What follows belongs to an exercise in optimizing a design on an open flow for small area and few clock cycles per item; a production flow would make more cautious choices.
The RTL was checked by simulation tests, not by an equivalence proof against the original design.
Power figures rest on the tool's default switching activity, not on a simulated workload.

==> amber: inputs <==
Design datapath_top, start of the top module:
module datapath_top (
	input  logic clk,
	input  logic reset,
	input  logic in_valid,
	input  logic [data_w-1:0] in_instr,
	input  logic res_ready,
	output logic in_ready,
	output logic res_valid,
	output logic [reg_idx_w-1:0] res_dest,
	output logic [2*data_w-1:0] res_z
);
==> module datapath_top, before the edit <==
module datapath_top (
	input  logic clk,
	input  logic reset,
	input  logic in_valid,
	input  logic [data_w-1:0] in_instr,
	input  logic res_ready,
	output logic in_ready,
	output logic res_valid,
	output logic [reg_idx_w-1:0] res_dest,
	output logic [2*data_w-1:0] res_z
);
	localparam int mul_w = 8;
	localparam int mul_steps = data_w / mul_w;
	localparam int step_w = 2;     
	logic [opcode_w-1:0] opcode;
	logic [reg_idx_w-1:0] ra;
	logic [data_w-1:0] imm;
	logic legal;
	logic is_imm;
	logic is_mul;
	logic out_free;
	logic last_step;
	logic short_mul;
	logic take;
	logic step_en;
	logic mul_step;
	logic [step_w-1:0] step;
	logic [data_w-1:0] rd_a;
	logic [data_w-1:0] rd_b;
	logic [data_w-1:0] operand_b;
	logic [data_w-1:0] result;
	logic [mul_w-1:0] b_part;
	logic [data_w-1:0] acc_hi;
	logic carry_in;
	logic [data_w+mul_w-1:0] mul_sum;
	assign opcode = in_instr[opcode_lsb +: opcode_w];
	assign ra = in_instr[ra_lsb +: reg_idx_w];
	assign imm = {{(data_w-imm_w){in_instr[imm_w-1]}}, in_instr[imm_w-1:0]};
	always_comb begin
		case (opcode)
			op_add, op_sub, op_and, op_or,
			op_shr, op_shl, op_ror, op_rol,
			op_addi, op_andi, op_ori,
			op_mul, op_neg, op_not: legal = 1'b1;
			default: legal = 1'b0;
		endcase
	end
	assign is_imm = (opcode == op_addi) || (opcode == op_andi) || (opcode == op_ori);
	assign is_mul = (opcode == op_mul);
	assign out_free = ~res_valid | res_ready;
	assign short_mul = is_mul & (step == '0) & ~|rd_b[data_w-1:mul_w];
	assign last_step = (step == step_w'(mul_steps - 1)) | short_mul;
	assign in_ready = ~legal | (out_free & (~is_mul | last_step));
	assign take = in_valid & legal & in_ready;
	assign step_en = in_valid & legal & out_free;
	assign mul_step = step_en & is_mul;
	register_file register_file_inst (
		.clk(clk),
		.reset(reset),
		.rd_a_idx(in_instr[rb_lsb +: reg_idx_w]),
		.rd_b_idx(in_instr[rc_lsb +: reg_idx_w]),
		.wr_en(step_en & ~is_mul),
		.wr_idx(ra),
		.wr_data(result),
		.rd_a(rd_a),
		.rd_b(rd_b)
	);
	assign operand_b = is_imm ? imm : rd_b;
	alu alu_inst (
		.op(opcode),
		.a(rd_a),
		.b(operand_b),
		.sum(mul_sum[data_w-1:0]),
		.result(result)
	);
	always_comb begin
		b_part = '0;
		acc_hi = '0;
		carry_in = 1'b0;
		case (opcode)
			op_mul: begin
				b_part = rd_b[step*mul_w +: mul_w];
				if (step != '0)
					acc_hi = res_z[2*data_w-1:data_w];
			end
			op_add, op_addi: begin
				b_part = mul_w'(1);
				acc_hi = operand_b;
			end
			op_sub: begin
				b_part = mul_w'(1);
				acc_hi = ~rd_b;
				carry_in = 1'b1;
			end
			op_neg: begin
				acc_hi = ~rd_a;
				carry_in = 1'b1;
			end
			default: ;
		endcase
	end
	mul_array mul_array_inst (
		.a(rd_a),
		.b(b_part),
		.h(acc_hi),
		.cin(carry_in),
		.s(mul_sum)
	);
	always_ff @(posedge clk) begin
		if (reset) begin
			step <= '0;
			res_valid <= 1'b0;
		end else begin
			if (mul_step)
				step <= last_step ? '0 : step + 1'b1;
			if (take)
				res_valid <= 1'b1;
			else if (res_ready)
				res_valid <= 1'b0;
		end
	end
	always_ff @(posedge clk) begin
		if (step_en) begin
			if (is_mul & ~short_mul)
				res_z <= {mul_sum, res_z[data_w-1:mul_w]};
			else
				res_z <= {{(data_w-mul_w){1'b0}}, short_mul ? mul_sum[data_w +: mul_w] : {mul_w{1'b0}}, result};
			res_dest <= ra;
		end
	end
endmodule
clock: 12.0 ns
lec_check: 0
cap_margin: 20
core_margin: 2
core_utilization: 55
cts_cluster_diameter: 80
cts_cluster_size: 20
setup_slack_margin: 0.5
slew_margin: 20
standard.sh (not shown) runs the stock make flow with config.mk's settings and CLKGATE_MAP_FILE= SYNTH_SCRIPT=/design/flow/synth_recipe.tcl, a recipe that flattens the netlist after the stock synthesis.
==> flow/flow/run.sh <==
#!/bin/bash
# The standard layout, with two changes:
# - synthesis runs Yosys's synth without its early ABC pass and without the
#   Kogge-Stone carry map (-noabc replaces the default SYNTH_OPERATIONS_ARGS),
#   so full-adder extraction sees the adder rows as written; registers are
#   mapped exactly as in the standard synthesis;
# - every port still gets its own buffer, but a buf_1 rather than a delay cell.
set -euo pipefail
export SYNTH_OPERATIONS_ARGS=-noabc
export BUFFER_PORTS_ARGS="-buffer_cell sky130_fd_sc_hd__buf_1"
bash standard.sh synth > synth.log 2>&1
bash standard.sh > layout.log 2>&1
==> yarrow: changes against amber <==
--- a/flow/design.v
+++ b/flow/design.v
@@ -1243,6 +1243,5 @@
 			res_valid <= 1'b0;
 		end else begin
-			if (mul_step)
-				step <= last_step ? '0 : step + 1'b1;
+			step <= (mul_step & ~last_step) ? step + 1'b1 : '0;
 			if (take)
 				res_valid <= 1'b1;
--- a/flow/config.mk
+++ b/flow/config.mk
@@ -8,7 +8,7 @@
 export CAP_MARGIN = 20
 export CORE_MARGIN = 2
-export CORE_UTILIZATION = 55
+export CORE_UTILIZATION = 60
 export CTS_CLUSTER_DIAMETER = 80
-export CTS_CLUSTER_SIZE = 20
+export CTS_CLUSTER_SIZE = 25
 export SETUP_SLACK_MARGIN = 0.5
 export SLEW_MARGIN = 20
==> results.txt <==
Status: amber no timing/DRC/antenna violations; yarrow no timing/DRC/antenna violations
Switching share of total power: amber 37.9%; yarrow 37.7%
Top-area cell type share of the netlist area: amber 42.8%; yarrow 42.8%
Number of standard cells after synthesis: amber 3646; yarrow 3572
Combinational logic power: amber 1.86 mW; yarrow 1.70 mW
VDD IR max: amber 158 µV; yarrow 172 µV
Area of all placed cells without fillers: amber 45300 µm²; yarrow 44800 µm²
Fin worst setup slack: amber 0.359 ns; yarrow 0.124 ns
Share of the final layout cell area in sequential cells: amber 38.6%; yarrow 39.0%
Cell internal pwr: amber 3.68 mW; yarrow 3.59 mW
Post-synth cell types: amber 109; yarrow 110
Adder-cell share of the synthesized area: amber 12.8%; yarrow 12.9%
Core Area: amber 73100 µm²; yarrow 67200 µm²
Synth Area in Compound Gates: amber 19.2%; yarrow 19.3%
Part of the power in combinational logic: amber 31.4%; yarrow 29.5%
Testbench counts of amber, summed over its fixed seeds: cycles 18,252, items 16,000.
Testbench counts of yarrow, summed over its fixed seeds: cycles 18,252, items 16,000.

re-timing with driven ports:
The flow's constraints put no driver on any port. The routed layouts listed below were extracted and timed again, unchanged, in two steps.
Step 1 assumes that a clkbuf_16 drives the clock port and a buf_2 every other input.
Step 2 adds t to the input delays and takes it off the output delays; t is the mean of the earliest and latest rising clock arrival at the registers after step 1. Input paths then give back, and output paths get back, about the clock's delay inside the block.
Slacks: ideal ports / drivers / drivers and shift; pairs: ideal ports / drivers.
run	t (ns)	setup WS [ns]	hold WS [ns]	worst register clock-pin slew, ns	cell pins on the clock port's net
amber	0.714	0.359 / 0.411 / -0.302	0.585 / 0.585 / 0.585	0.10 / 0.10	1
yarrow	0.712	0.124 / 0.168 / -0.543	0.604 / 0.604 / 0.604	0.10 / 0.10	1
Met with ideal ports but missed after step 2: setup timing in amber and yarrow. For yarrow, which loses most, drivers alone change the setup slack by +0.044 ns; drivers and shift together by -0.667 ns.
